This is an optimization exercise on Yosys and OpenROAD, whose aim is small area, not a production implementation. The RTL was checked by simulation tests, not by an equivalence proof against the original design. No activity file was given, so power comes from the tool's default toggle rates.

==> run P: inputs <==
// CoreTop
module CoreTop
(
	input logic clk,
	input logic reset,
	input logic instrValid,
	input logic [31:0] instr,
	input logic [31:0] pc,
	output logic ready,
	output logic resultValid,
	output logic wbEnable,
	output logic [4:0] wbReg,
	output logic [31:0] wbData,
	output logic redirectValid,
	output logic [31:0] redirectTarget
);
clock: 6.5 ns
lec_check: 0
cap_margin: 5
core_margin: 2
core_utilization: 35
gpl_timing_driven: 0
place_density: 0.45
setup_slack_margin: 0.1
slew_margin: 5
standard.sh (not shown) runs the stock make flow with config.mk's settings and CLKGATE_MAP_FILE= SYNTH_SCRIPT=/design/flow/synth_recipe.tcl, a recipe that flattens the netlist after the stock synthesis.
==> flow/flow/run.sh <==
#!/bin/bash
# The standard layout (standard.sh) with area-oriented choices:
#  - yosys/abc buffers are removed at floorplan and rebuilt by the resizer
#  - ports are buffered with buf_1
#  - placement-stage repair_design may use buffers up to buf_6 only
#  - a lean clock tree: clkbuf_16 leaf clusters of up to 25 sinks, no
#    dummy loads
# make's output goes to standard.log; each ORFS step logs under orfs/logs.
set -euo pipefail
HERE=$(cd "$(dirname "${BASH_SOURCE[0]}")" && pwd)
CTS="-sink_clustering_enable -repair_clock_nets -dont_use_dummy_load"
CTS="$CTS -buf_list sky130_fd_sc_hd__clkbuf_16"
CTS="$CTS -sink_clustering_size 25 -sink_clustering_max_diameter 100"
bash standard.sh \
	"CTS_ARGS=$CTS" \
	"REMOVE_ABC_BUFFERS=1" \
	"BUFFER_PORTS_ARGS=-buffer_cell sky130_fd_sc_hd__buf_1" \
	"PRE_RESIZE_TCL=$HERE/pre_resize.tcl" \
	finish > standard.log 2>&1
==> flow/flow/pre_resize.tcl <==
# Sourced before repair_design (PRE_RESIZE_TCL): keep the large buffers out
# of the placement-stage buffering, which otherwise drives the wide
# enable, select and data nets with buf_12/buf_16 cells.
set_dont_use [get_lib_cells {sky130_fd_sc_hd__buf_8 sky130_fd_sc_hd__buf_12 sky130_fd_sc_hd__buf_16 sky130_fd_sc_hd__bufbuf_8 sky130_fd_sc_hd__bufbuf_16}]
==> inputs of run Z, as changes to run P <==
--- a/flow/design.v
+++ b/flow/design.v
@@ -34,10 +34,12 @@
 			if (clearIdx == 5'd31)
 				clearing <= 1'b0;
 		end
 	end
 	assign ready = !clearing;
+	logic clearNext;
+	assign clearNext = reset || (clearing && clearIdx != 5'd31);
 	logic s1Valid;
 	logic [31:0] s1Instr;
 	logic [31:0] s1Pc;
 	always_ff @(posedge clk)
 	begin
@@ -91,12 +93,12 @@
 	logic s2Store;
 	logic s2Taken;
 	logic [4:0] s2Dest;
 	logic [31:0] s2A;
 	logic [31:0] s2B;
-	logic [7:0] s2MemLo;
-	logic [7:0] s2MemHi;
+	logic [15:0] s2MemLo;
+	logic [3:0] s2MemHi;
 	logic [31:1] selA, selB;
 	logic fwdSelA, fwdSelB;
 	logic [31:1] selANext, selBNext;
 	logic fwdANext, fwdBNext;
 	logic s1Fwdable;
@@ -189,19 +191,19 @@
 			s2Valid <= s1Valid;
 	end
 	always_ff @(posedge clk)
 	begin
 		s2RegWrite <= regWrite;
-		s2Load <= isLoad;
-		s2Byte <= isSb || isLbu;
+		s2Load <= isLoad && !clearNext;
+		s2Byte <= (isSb || isLbu) && !clearNext;
 		s2Store <= isStore;
 		s2Taken <= taken;
 		s2Dest <= dest;
-		s2A <= aluOut;
-		s2B <= bOut;
-		s2MemLo <= 8'b1 << sum[4:2];
-		s2MemHi <= 8'b1 << sum[7:5];
+		s2A <= clearNext ? 32'b0 : aluOut;
+		s2B <= clearNext ? 32'b0 : bOut;
+		s2MemLo <= 16'b1 << sum[5:2];
+		s2MemHi <= 4'b1 << sum[7:6];
 	end
 	logic [31:0] mem [64];
 	logic [1:0] lane;
 	logic [31:0] memWord;
 	logic [7:0] loadByte;
@@ -210,16 +212,16 @@
 	logic memWrite;
 	assign lane = s2A[1:0];
 	always_comb
 	begin
 		memWord = '0;
-		for (int j = 0; j < 8; j++)
+		for (int j = 0; j < 4; j++)
 		begin
 			logic [31:0] group;
 			group = '0;
-			for (int i = 0; i < 8; i++)
-				group = group | (mem[8*j+i] & {32{s2MemLo[i]}});
+			for (int i = 0; i < 16; i++)
+				group = group | (mem[16*j+i] & {32{s2MemLo[i]}});
 			memWord = memWord | (group & {32{s2MemHi[j]}});
 		end
 	end
 	always_comb
 	begin
@@ -241,33 +243,31 @@
 	end
 	always_comb
 	begin
 		for (int l = 0; l < 4; l++)
 		begin
-			if (clearing)
-				storeWord[8*l +: 8] = 8'b0;
-			else if (!s2Byte || lane == l[1:0])
+			if (!s2Byte || lane == l[1:0])
 				storeWord[8*l +: 8] = s2B[8*l +: 8];
 			else
 				storeWord[8*l +: 8] = memWord[8*l +: 8];
 		end
 	end
 	assign memWrite = s2Valid && s2Store;
 	for (genvar w = 0; w < 64; w++)
 	begin : g_mem
 		always_ff @(posedge clk)
 		begin
-			if ((clearing && clearIdx == w / 2) || (memWrite && s2MemHi[w/8] && s2MemLo[w%8]))
+			if ((clearing && clearIdx == w / 2) || (memWrite && s2MemHi[w/16] && s2MemLo[w%16]))
 				mem[w] <= storeWord;
 		end
 	end
 	logic rfWrite;
 	logic [4:0] rfAddr;
 	logic [31:0] rfData;
 	assign rfWrite = clearing || (s2Valid && s2RegWrite);
 	assign rfAddr = clearing ? clearIdx : s2Dest;
-	assign rfData = clearing ? 32'b0 : wbValue;
+	assign rfData = wbValue;
 	for (genvar r = 1; r < 32; r++)
 	begin : g_regs
 		always_ff @(posedge clk)
 		begin
 			if (rfWrite && rfAddr == r)
==> flow/flow/run.sh (replaced) <==
#!/bin/bash
# The standard layout (standard.sh) with area-oriented choices:
#  - yosys/abc buffers are removed at floorplan and rebuilt by the resizer
#  - ports are buffered with buf_1
#  - placement-stage repair_design may use buffers up to buf_6 only
#  - after global routing, gates off the critical paths are downsized
#    (RECOVER_POWER)
#  - a lean clock tree: clkbuf_16 leaf clusters of up to 25 sinks, no
#    dummy loads
# make's output goes to standard.log; each ORFS step logs under orfs/logs.
set -euo pipefail
HERE=$(cd "$(dirname "${BASH_SOURCE[0]}")" && pwd)
CTS="-sink_clustering_enable -repair_clock_nets -dont_use_dummy_load"
CTS="$CTS -buf_list sky130_fd_sc_hd__clkbuf_16"
CTS="$CTS -sink_clustering_size 25 -sink_clustering_max_diameter 100"
bash standard.sh \
	"CTS_ARGS=$CTS" \
	"REMOVE_ABC_BUFFERS=1" \
	"RECOVER_POWER=100" \
	"BUFFER_PORTS_ARGS=-buffer_cell sky130_fd_sc_hd__buf_1" \
	"PRE_RESIZE_TCL=$HERE/pre_resize.tcl" \
	finish > standard.log 2>&1
- SETUP_SLACK_MARGIN: 0.1 -> 0.3
==> inputs of run Y, as changes to run P <==
--- a/flow/design.v
+++ b/flow/design.v
@@ -34,10 +34,12 @@
 			if (clearIdx == 5'd31)
 				clearing <= 1'b0;
 		end
 	end
 	assign ready = !clearing;
+	logic clearNext;
+	assign clearNext = reset || (clearing && clearIdx != 5'd31);
 	logic s1Valid;
 	logic [31:0] s1Instr;
 	logic [31:0] s1Pc;
 	always_ff @(posedge clk)
 	begin
@@ -91,12 +93,12 @@
 	logic s2Store;
 	logic s2Taken;
 	logic [4:0] s2Dest;
 	logic [31:0] s2A;
 	logic [31:0] s2B;
-	logic [7:0] s2MemLo;
-	logic [7:0] s2MemHi;
+	logic [15:0] s2MemLo;
+	logic [3:0] s2MemHi;
 	logic [31:1] selA, selB;
 	logic fwdSelA, fwdSelB;
 	logic [31:1] selANext, selBNext;
 	logic fwdANext, fwdBNext;
 	logic s1Fwdable;
@@ -189,19 +191,19 @@
 			s2Valid <= s1Valid;
 	end
 	always_ff @(posedge clk)
 	begin
 		s2RegWrite <= regWrite;
-		s2Load <= isLoad;
-		s2Byte <= isSb || isLbu;
+		s2Load <= isLoad && !clearNext;
+		s2Byte <= (isSb || isLbu) && !clearNext;
 		s2Store <= isStore;
 		s2Taken <= taken;
 		s2Dest <= dest;
-		s2A <= aluOut;
-		s2B <= bOut;
-		s2MemLo <= 8'b1 << sum[4:2];
-		s2MemHi <= 8'b1 << sum[7:5];
+		s2A <= clearNext ? 32'b0 : aluOut;
+		s2B <= clearNext ? 32'b0 : bOut;
+		s2MemLo <= 16'b1 << sum[5:2];
+		s2MemHi <= 4'b1 << sum[7:6];
 	end
 	logic [31:0] mem [64];
 	logic [1:0] lane;
 	logic [31:0] memWord;
 	logic [7:0] loadByte;
@@ -210,16 +212,16 @@
 	logic memWrite;
 	assign lane = s2A[1:0];
 	always_comb
 	begin
 		memWord = '0;
-		for (int j = 0; j < 8; j++)
+		for (int j = 0; j < 4; j++)
 		begin
 			logic [31:0] group;
 			group = '0;
-			for (int i = 0; i < 8; i++)
-				group = group | (mem[8*j+i] & {32{s2MemLo[i]}});
+			for (int i = 0; i < 16; i++)
+				group = group | (mem[16*j+i] & {32{s2MemLo[i]}});
 			memWord = memWord | (group & {32{s2MemHi[j]}});
 		end
 	end
 	always_comb
 	begin
@@ -241,33 +243,31 @@
 	end
 	always_comb
 	begin
 		for (int l = 0; l < 4; l++)
 		begin
-			if (clearing)
-				storeWord[8*l +: 8] = 8'b0;
-			else if (!s2Byte || lane == l[1:0])
+			if (!s2Byte || lane == l[1:0])
 				storeWord[8*l +: 8] = s2B[8*l +: 8];
 			else
 				storeWord[8*l +: 8] = memWord[8*l +: 8];
 		end
 	end
 	assign memWrite = s2Valid && s2Store;
 	for (genvar w = 0; w < 64; w++)
 	begin : g_mem
 		always_ff @(posedge clk)
 		begin
-			if ((clearing && clearIdx == w / 2) || (memWrite && s2MemHi[w/8] && s2MemLo[w%8]))
+			if ((clearing && clearIdx == w / 2) || (memWrite && s2MemHi[w/16] && s2MemLo[w%16]))
 				mem[w] <= storeWord;
 		end
 	end
 	logic rfWrite;
 	logic [4:0] rfAddr;
 	logic [31:0] rfData;
 	assign rfWrite = clearing || (s2Valid && s2RegWrite);
 	assign rfAddr = clearing ? clearIdx : s2Dest;
-	assign rfData = clearing ? 32'b0 : wbValue;
+	assign rfData = wbValue;
 	for (genvar r = 1; r < 32; r++)
 	begin : g_regs
 		always_ff @(posedge clk)
 		begin
 			if (rfWrite && rfAddr == r)
--- a/flow/flow/run.sh
+++ b/flow/flow/run.sh
@@ -1,10 +1,10 @@
 #!/bin/bash
 # The standard layout (standard.sh) with area-oriented choices:
 #  - yosys/abc buffers are removed at floorplan and rebuilt by the resizer
 #  - ports are buffered with buf_1
-#  - placement-stage repair_design may use buffers up to buf_6 only
+#  - placement-stage repair_design may use buffers up to buf_4 only
 #  - a lean clock tree: clkbuf_16 leaf clusters of up to 25 sinks, no
 #    dummy loads
 # make's output goes to standard.log; each ORFS step logs under orfs/logs.
 set -euo pipefail
 HERE=$(cd "$(dirname "${BASH_SOURCE[0]}")" && pwd)
==> flow/flow/pre_resize.tcl (replaced) <==
# Sourced before repair_design (PRE_RESIZE_TCL): keep buffers above buf_4
# out of the placement-stage buffering, which otherwise drives the wide
# enable, select and data nets with buf_6..buf_16 cells.
set_dont_use [get_lib_cells {sky130_fd_sc_hd__buf_6 sky130_fd_sc_hd__buf_8 sky130_fd_sc_hd__buf_12 sky130_fd_sc_hd__buf_16 sky130_fd_sc_hd__bufbuf_8 sky130_fd_sc_hd__bufbuf_16}]
- CAP_MARGIN: 5 -> 15
- SETUP_SLACK_MARGIN: 0.1 -> 0.3
- SLEW_MARGIN: 5 -> 15
==> inputs of run E, as changes to run P <==
--- a/flow/design.v
+++ b/flow/design.v
@@ -34,10 +34,12 @@
 			if (clearIdx == 5'd31)
 				clearing <= 1'b0;
 		end
 	end
 	assign ready = !clearing;
+	logic clearNext;
+	assign clearNext = reset || (clearing && clearIdx != 5'd31);
 	logic s1Valid;
 	logic [31:0] s1Instr;
 	logic [31:0] s1Pc;
 	always_ff @(posedge clk)
 	begin
@@ -91,12 +93,12 @@
 	logic s2Store;
 	logic s2Taken;
 	logic [4:0] s2Dest;
 	logic [31:0] s2A;
 	logic [31:0] s2B;
-	logic [7:0] s2MemLo;
-	logic [7:0] s2MemHi;
+	logic [15:0] s2MemLo;
+	logic [3:0] s2MemHi;
 	logic [31:1] selA, selB;
 	logic fwdSelA, fwdSelB;
 	logic [31:1] selANext, selBNext;
 	logic fwdANext, fwdBNext;
 	logic s1Fwdable;
@@ -189,19 +191,19 @@
 			s2Valid <= s1Valid;
 	end
 	always_ff @(posedge clk)
 	begin
 		s2RegWrite <= regWrite;
-		s2Load <= isLoad;
-		s2Byte <= isSb || isLbu;
+		s2Load <= isLoad && !clearNext;
+		s2Byte <= (isSb || isLbu) && !clearNext;
 		s2Store <= isStore;
 		s2Taken <= taken;
 		s2Dest <= dest;
-		s2A <= aluOut;
-		s2B <= bOut;
-		s2MemLo <= 8'b1 << sum[4:2];
-		s2MemHi <= 8'b1 << sum[7:5];
+		s2A <= clearNext ? 32'b0 : aluOut;
+		s2B <= clearNext ? 32'b0 : bOut;
+		s2MemLo <= 16'b1 << sum[5:2];
+		s2MemHi <= 4'b1 << sum[7:6];
 	end
 	logic [31:0] mem [64];
 	logic [1:0] lane;
 	logic [31:0] memWord;
 	logic [7:0] loadByte;
@@ -210,16 +212,16 @@
 	logic memWrite;
 	assign lane = s2A[1:0];
 	always_comb
 	begin
 		memWord = '0;
-		for (int j = 0; j < 8; j++)
+		for (int j = 0; j < 4; j++)
 		begin
 			logic [31:0] group;
 			group = '0;
-			for (int i = 0; i < 8; i++)
-				group = group | (mem[8*j+i] & {32{s2MemLo[i]}});
+			for (int i = 0; i < 16; i++)
+				group = group | (mem[16*j+i] & {32{s2MemLo[i]}});
 			memWord = memWord | (group & {32{s2MemHi[j]}});
 		end
 	end
 	always_comb
 	begin
@@ -241,33 +243,31 @@
 	end
 	always_comb
 	begin
 		for (int l = 0; l < 4; l++)
 		begin
-			if (clearing)
-				storeWord[8*l +: 8] = 8'b0;
-			else if (!s2Byte || lane == l[1:0])
+			if (!s2Byte || lane == l[1:0])
 				storeWord[8*l +: 8] = s2B[8*l +: 8];
 			else
 				storeWord[8*l +: 8] = memWord[8*l +: 8];
 		end
 	end
 	assign memWrite = s2Valid && s2Store;
 	for (genvar w = 0; w < 64; w++)
 	begin : g_mem
 		always_ff @(posedge clk)
 		begin
-			if ((clearing && clearIdx == w / 2) || (memWrite && s2MemHi[w/8] && s2MemLo[w%8]))
+			if ((clearing && clearIdx == w / 2) || (memWrite && s2MemHi[w/16] && s2MemLo[w%16]))
 				mem[w] <= storeWord;
 		end
 	end
 	logic rfWrite;
 	logic [4:0] rfAddr;
 	logic [31:0] rfData;
 	assign rfWrite = clearing || (s2Valid && s2RegWrite);
 	assign rfAddr = clearing ? clearIdx : s2Dest;
-	assign rfData = clearing ? 32'b0 : wbValue;
+	assign rfData = wbValue;
 	for (genvar r = 1; r < 32; r++)
 	begin : g_regs
 		always_ff @(posedge clk)
 		begin
 			if (rfWrite && rfAddr == r)
--- a/flow/flow/run.sh
+++ b/flow/flow/run.sh
@@ -1,10 +1,10 @@
 #!/bin/bash
 # The standard layout (standard.sh) with area-oriented choices:
 #  - yosys/abc buffers are removed at floorplan and rebuilt by the resizer
 #  - ports are buffered with buf_1
-#  - placement-stage repair_design may use buffers up to buf_6 only
+#  - placement-stage repair_design may use buffers up to buf_4 only
 #  - a lean clock tree: clkbuf_16 leaf clusters of up to 25 sinks, no
 #    dummy loads
 # make's output goes to standard.log; each ORFS step logs under orfs/logs.
 set -euo pipefail
 HERE=$(cd "$(dirname "${BASH_SOURCE[0]}")" && pwd)
==> flow/flow/pre_resize.tcl (replaced) <==
# Sourced before repair_design (PRE_RESIZE_TCL): keep buffers above buf_4
# out of the placement-stage buffering, which otherwise drives the wide
# enable, select and data nets with buf_6..buf_16 cells.
set_dont_use [get_lib_cells {sky130_fd_sc_hd__buf_6 sky130_fd_sc_hd__buf_8 sky130_fd_sc_hd__buf_12 sky130_fd_sc_hd__buf_16 sky130_fd_sc_hd__bufbuf_8 sky130_fd_sc_hd__bufbuf_16}]
- CAP_MARGIN: 5 -> 15
- PLACE_DENSITY: 0.45 -> 0.6
- SETUP_SLACK_MARGIN: 0.1 -> 0.3
- SLEW_MARGIN: 5 -> 15
==> comparison table <==
| item | run E | run Z | run Y | run P |
|---|---|---|---|---|
| Total routing usage reported by global routing | 27.6% | 30.3% | 30.2% | 29.7% |
| Share of power burned in the clock network | 25.2% | 25.5% | 25.4% | 26.6% |
| Final period demand of the worst path | 6.14 ns | 6.54 ns | 6.22 ns | 6.36 ns |
| Clock-pin transition on the worst setup and hold timing paths | 0.10 ns | 0.11 ns | 0.10 ns | 0.11 ns |
| Proportion of synthesized area in mux cells | 1.18% | 1.18% | 1.18% | 1.00% |
| Count of inserted antenna diode cells | 25 | 26 | 22 | 32 |
| Relative slew margins | 11.6% | -89.2% | 11.1% | 6.06% |
| Floorplan die width | 619 um | 619 um | 619 um | 619 um |
| Clock buffers created by TritonCTS | 160 | 160 | 162 | 164 |
| Crit share post-route | 94.4% | 101% | 95.7% | 97.9% |
| Leak | 45.0 nW | 44.9 nW | 45.2 nW | 42.3 nW |
| Non-clock buffer count in the final layout | 455 | 505 | 484 | 479 |
| Outcome | complete, no violations | failed layout checks | complete, no violations | complete, no violations |
| Violated checks | - | capacitance limit, slew limit, setup timing | - | - |

separate check: timing with driven ports:
Ports are ideal in the flow. The routed layouts listed here were re-timed in OpenROAD. Step 1 (the two cells are an assumption about what drives the block):
set clk [get_ports {clk}]
set_driving_cell -lib_cell sky130_fd_sc_hd__clkbuf_16 $clk
set_driving_cell -lib_cell sky130_fd_sc_hd__buf_2 [delete_from_list [all_inputs] $clk]
Step 2 times the ports against the registers' clock, not the clock port: input delays grow and output delays shrink by t, the midpoint of the rising clock arrivals with the driver on. a / b / c = no drivers / after step 1 / after step 2; a / b = the first two.
run | t, ns | setup WS [ns] | worst setup path after step 2 | worst data-port slew with drivers (ns)
run P | 0.994 | 0.136 / 0.136 / 0.136 | register to register | 0.27
run Z | 1.010 | -0.035 / -0.035 / -0.035 | register to register | 0.19
run Y | 1.016 | 0.281 / 0.281 / 0.281 | register to register | 0.22
run E | 0.982 | 0.361 / 0.361 / 0.361 | register to register | 0.22
